Context: an optimization exercise on an open-source flow, tuned for small area. The choices shown serve that exercise and are no tape-out recipe. Function was checked by simulation only, so behaviour that the tests miss may differ from the original. Power is estimated from default activity; no workload was simulated.

the baseline:
==> module spi_reg_bank, before the edit <==
module spi_reg_bank
#(
  parameter int                 ADDRSZ  = spi_reg_pkg::ADDRSZ_DEF,
  parameter int                 PAYLOAD = spi_reg_pkg::PAYLOAD_DEF,
  parameter logic [PAYLOAD-1:0] RST_VAL = '0,
  parameter logic [PAYLOAD-1:0] ID_VAL  = PAYLOAD'(spi_reg_pkg::ID_VAL_DEF)
) (
  input  logic               clk,
  input  logic               reset,
  input  logic [ADDRSZ-1:0]  addr,
  input  logic               addr_dv,
  input  logic [PAYLOAD-1:0] rx_d,
  input  logic               rxdv,
  input  logic               rw_out,
  output logic [PAYLOAD-1:0] tx_d,
  output logic               tx_en,
  input  logic [ADDRSZ-1:0]  loc_addr,
  input  logic               loc_we,
  input  logic [PAYLOAD-1:0] loc_wdata,
  output logic [PAYLOAD-1:0] loc_rdata,
  output logic               wr_strobe,
  output logic [ADDRSZ-1:0]  wr_addr,
  output logic               loc_collision
);
  localparam int DEPTH = 128;
  spi_reg_pkg::state_t state, state_nxt;
  logic               addr_dv_q, rxdv_q;
  logic               adv_re, adv_fe, rxdv_re;
  logic [ADDRSZ-1:0]  addr_hold;
  logic               capture, rd_load, rd_clear, spi_commit;
  logic [PAYLOAD-1:0] spi_rdata, loc_rd_val;
  assign adv_re  = addr_dv & ~addr_dv_q;
  assign adv_fe  = ~addr_dv & addr_dv_q;
  assign rxdv_re = rxdv & ~rxdv_q;
  always_comb begin
    state_nxt  = state;
    capture    = 1'b0;
    rd_load    = 1'b0;
    rd_clear   = 1'b0;
    spi_commit = 1'b0;
    unique case (state)
      spi_reg_pkg::IDLE: begin
        if (adv_re) begin
          capture = 1'b1;
          if (rw_out) begin
            rd_load   = 1'b1;
            state_nxt = spi_reg_pkg::RD_HOLD;
          end else begin
            state_nxt = spi_reg_pkg::WR_WAIT;
          end
        end
      end
      spi_reg_pkg::RD_HOLD: begin
        if (adv_fe) begin
          rd_clear  = 1'b1;
          state_nxt = spi_reg_pkg::IDLE;
        end
      end
      spi_reg_pkg::WR_WAIT: begin
        if (rxdv_re) begin
          spi_commit = 1'b1;
          state_nxt  = adv_fe ? spi_reg_pkg::IDLE : spi_reg_pkg::DONE;
        end else if (adv_fe) begin
          state_nxt = spi_reg_pkg::IDLE;
        end
      end
      spi_reg_pkg::DONE: begin
        if (adv_fe) state_nxt = spi_reg_pkg::IDLE;
      end
      default: state_nxt = spi_reg_pkg::IDLE;
    endcase
  end
  always_ff @(posedge clk) begin
    if (reset) begin
      state     <= spi_reg_pkg::IDLE;
      addr_dv_q <= 1'b0;
      rxdv_q    <= 1'b0;
      addr_hold <= '0;
      tx_d      <= '0;
      wr_strobe <= 1'b0;
      wr_addr   <= '0;
      loc_rdata <= '0;
      loc_collision <= 1'b0;
    end else begin
      state     <= state_nxt;
      addr_dv_q <= addr_dv;
      rxdv_q    <= rxdv;
      if (capture) addr_hold <= addr;
      if (rd_load)       tx_d <= spi_rdata;
      else if (rd_clear) tx_d <= '0;
      wr_strobe <= spi_commit;
      if (spi_commit) wr_addr <= addr_hold;
      loc_rdata <= loc_rd_val;
      loc_collision <= spi_commit & loc_we & (addr_hold == loc_addr);
    end
  end
  assign tx_en = (state == spi_reg_pkg::RD_HOLD);
  logic [DEPTH-1:0][PAYLOAD-1:0] mem, mem_nxt;
  logic [15:0] lh_n, lwh_n, sh_n, rh_n;
  logic [7:0]  ll_n, sl_n, rl_n;
  logic [6:0]  loc_addr_n, addr_n;
  spi_reg_predec    u_ldec  (.a(loc_addr), .a_n(loc_addr_n), .hi_n(lh_n), .lo_n(ll_n));
  spi_reg_predec_lw u_lwdec (.a(loc_addr), .a_n(loc_addr_n), .we(loc_we), .hi_n(lwh_n));
  spi_reg_predec    u_rdec  (.a(addr),     .a_n(addr_n),     .hi_n(rh_n), .lo_n(rl_n));
  spi_reg_predec_w u_wdec (.a(addr_hold), .commit(spi_commit), .reset(reset),
                           .hi_n(sh_n), .lo_n(sl_n));
  logic [DEPTH-1:0] lh_x, lwh_x, ll_x, sh_x, sl_x, rh_x, rl_x;
  logic [DEPTH-1:0] rl_sel, rw_sel, rw_sel_n, rs, rs_n, rr;
  for (genvar i = 0; i < DEPTH; i++) begin : g_row
    assign lh_x[i] = lh_n[i/8]; assign lwh_x[i] = lwh_n[i/8]; assign ll_x[i] = ll_n[i%8];
    assign sh_x[i] = sh_n[i/8]; assign sl_x[i] = sl_n[i%8];
    assign rh_x[i] = rh_n[i/8]; assign rl_x[i] = rl_n[i%8];
  end
  spi_reg_nor2_v #(.N(DEPTH)) u_l  (.a(lh_x), .b(ll_x), .y(rl_sel));
  spi_reg_nor2_v #(.N(DEPTH)) u_lw (.a(lwh_x), .b(ll_x), .y(rw_sel));
  spi_reg_inv_v  #(.N(DEPTH)) u_lwn (.a(rw_sel), .y(rw_sel_n));
  spi_reg_nor2_v #(.N(DEPTH)) u_s  (.a(sh_x), .b(sl_x), .y(rs));
  spi_reg_inv_v  #(.N(DEPTH)) u_sn (.a(rs), .y(rs_n));
  spi_reg_nor2_v #(.N(DEPTH)) u_r  (.a(rh_x), .b(rl_x), .y(rr));
  logic [PAYLOAD-1:0] spi_coln, loc_col;
  assign spi_coln = ~(reset ? RST_VAL : rx_d);    
  assign loc_col  = loc_wdata;
  logic [DEPTH-1:0][PAYLOAD-1:0] l_x, ln_x, s_x, sn_x, sc_x, lc_x, t_n;
  for (genvar i = 0; i < DEPTH; i++) begin : g_bits
    assign l_x[i]  = {PAYLOAD{rw_sel[i]}};
    assign ln_x[i] = {PAYLOAD{rw_sel_n[i]}};
    assign s_x[i]  = {PAYLOAD{rs[i]}};
    assign sn_x[i] = {PAYLOAD{rs_n[i]}};
    assign sc_x[i] = spi_coln;
    assign lc_x[i] = loc_col;
  end
  spi_reg_oai22_v #(.N(DEPTH*PAYLOAD)) u_nxt_l (.s_n(ln_x), .a(lc_x), .s(l_x), .b(mem), .y(t_n));
  spi_reg_oai22_v #(.N(DEPTH*PAYLOAD)) u_nxt_s (.s_n(sn_x), .a(sc_x), .s(s_x), .b(t_n), .y(mem_nxt));
  spi_reg_rdport u_rd_loc (.sel(rl_sel), .q(mem), .y(loc_rd_val));
  spi_reg_rdport u_rd_spi (.sel(rr),     .q(mem), .y(spi_rdata));
  always_ff @(posedge clk) mem <= mem_nxt;
endmodule
clock: 6.0 ns
lec_check: 0
cap_margin: 20
cell_pad_in_sites_detail_placement: 1
core_margin: 2
core_utilization: 30
cts_buf_list: sky130_fd_sc_hd__clkbuf_8
cts_cluster_diameter: 70
cts_cluster_size: 16
slew_margin: 20
synth_hierarchical: 1
run.sh (not shown) runs the stock make flow with config.mk's settings and CLKGATE_MAP_FILE= SYNTH_SCRIPT=/design/flow/synth_recipe.tcl, a recipe that flattens the netlist after the stock synthesis.
Relative to the baseline, the following input files were edited for the candidate:
--- a/flow/design.v
+++ b/flow/design.v
@@ -161,8 +161,6 @@
 module spi_reg_bank
 #(
-  parameter int                 ADDRSZ  = spi_reg_pkg::ADDRSZ_DEF,
-  parameter int                 PAYLOAD = spi_reg_pkg::PAYLOAD_DEF,
-  parameter logic [PAYLOAD-1:0] RST_VAL = '0,
-  parameter logic [PAYLOAD-1:0] ID_VAL  = PAYLOAD'(spi_reg_pkg::ID_VAL_DEF)
+  parameter int ADDRSZ  = spi_reg_pkg::ADDRSZ_DEF,
+  parameter int PAYLOAD = spi_reg_pkg::PAYLOAD_DEF
 ) (
   input  logic               clk,
@@ -279,5 +277,5 @@
   spi_reg_nor2_v #(.N(DEPTH)) u_r  (.a(rh_x), .b(rl_x), .y(rr));
   logic [PAYLOAD-1:0] spi_coln, loc_col;
-  assign spi_coln = ~(reset ? RST_VAL : rx_d);    
+  assign spi_coln = ~(rx_d & {PAYLOAD{~reset}});
   assign loc_col  = loc_wdata;
   logic [DEPTH-1:0][PAYLOAD-1:0] l_x, ln_x, s_x, sn_x, sc_x, lc_x, t_n;
--- outcome ---
Diff the baseline..the candidate | wire length of the first global-routing pass | negligible
Number of antenna violations at the first check in global routing in the candidate is 4 higher than in the baseline
Taking the baseline as the reference, in the candidate total power saw a decrease; utilization of the core after routing saw a decrease; timing-limited maximum frequency saw an increase.
Compared to the baseline, the routing of the candidate uses more wire.
Going from the baseline to the candidate, total stage count of the critical path fell by 1; cell area reported after detailed placement stayed essentially flat; clock latency of the later-clocked register in the worst-skew pair stayed essentially flat; met3 global-route usage rose by 0.60 points.
Min clock skew across the baseline and the candidate: the candidate
The baseline has higher combined buffer and inverter count along the critical path than the candidate.
Changes observed in the candidate relative to the baseline: switching portion of total power rose 0.41 points, number of diodes added for antenna fixing rose 2.

-- afterwards: timing with drivers on the ports --
Ports are ideal in the flow. The routed layouts listed here were re-timed in OpenROAD. Step 1 assumes that a clkbuf_16 drives the clock port and a buf_2 every other input. Step 2 adds t to the input delays and takes it off the output delays; t is the mean of the earliest and latest rising clock arrival at the registers after step 1. Input paths then give back, and output paths get back, about the clock's delay inside the block. a / b / c = ideal ports / drivers / drivers and shift; a / b = the first two.
run | shift t [ns] | setup slack, ns | hold WS [ns]
the baseline | 0.951 | 0.974 / 1.027 / 0.076 | 0.470 / 0.470 / 0.470
the candidate | 0.955 | 1.080 / 1.134 / 0.179 | 0.475 / 0.475 / 0.475
After both steps every run listed still meets setup and hold. For the candidate, which loses most, drivers alone change the setup slack by +0.054 ns; drivers and shift together by -0.901 ns.
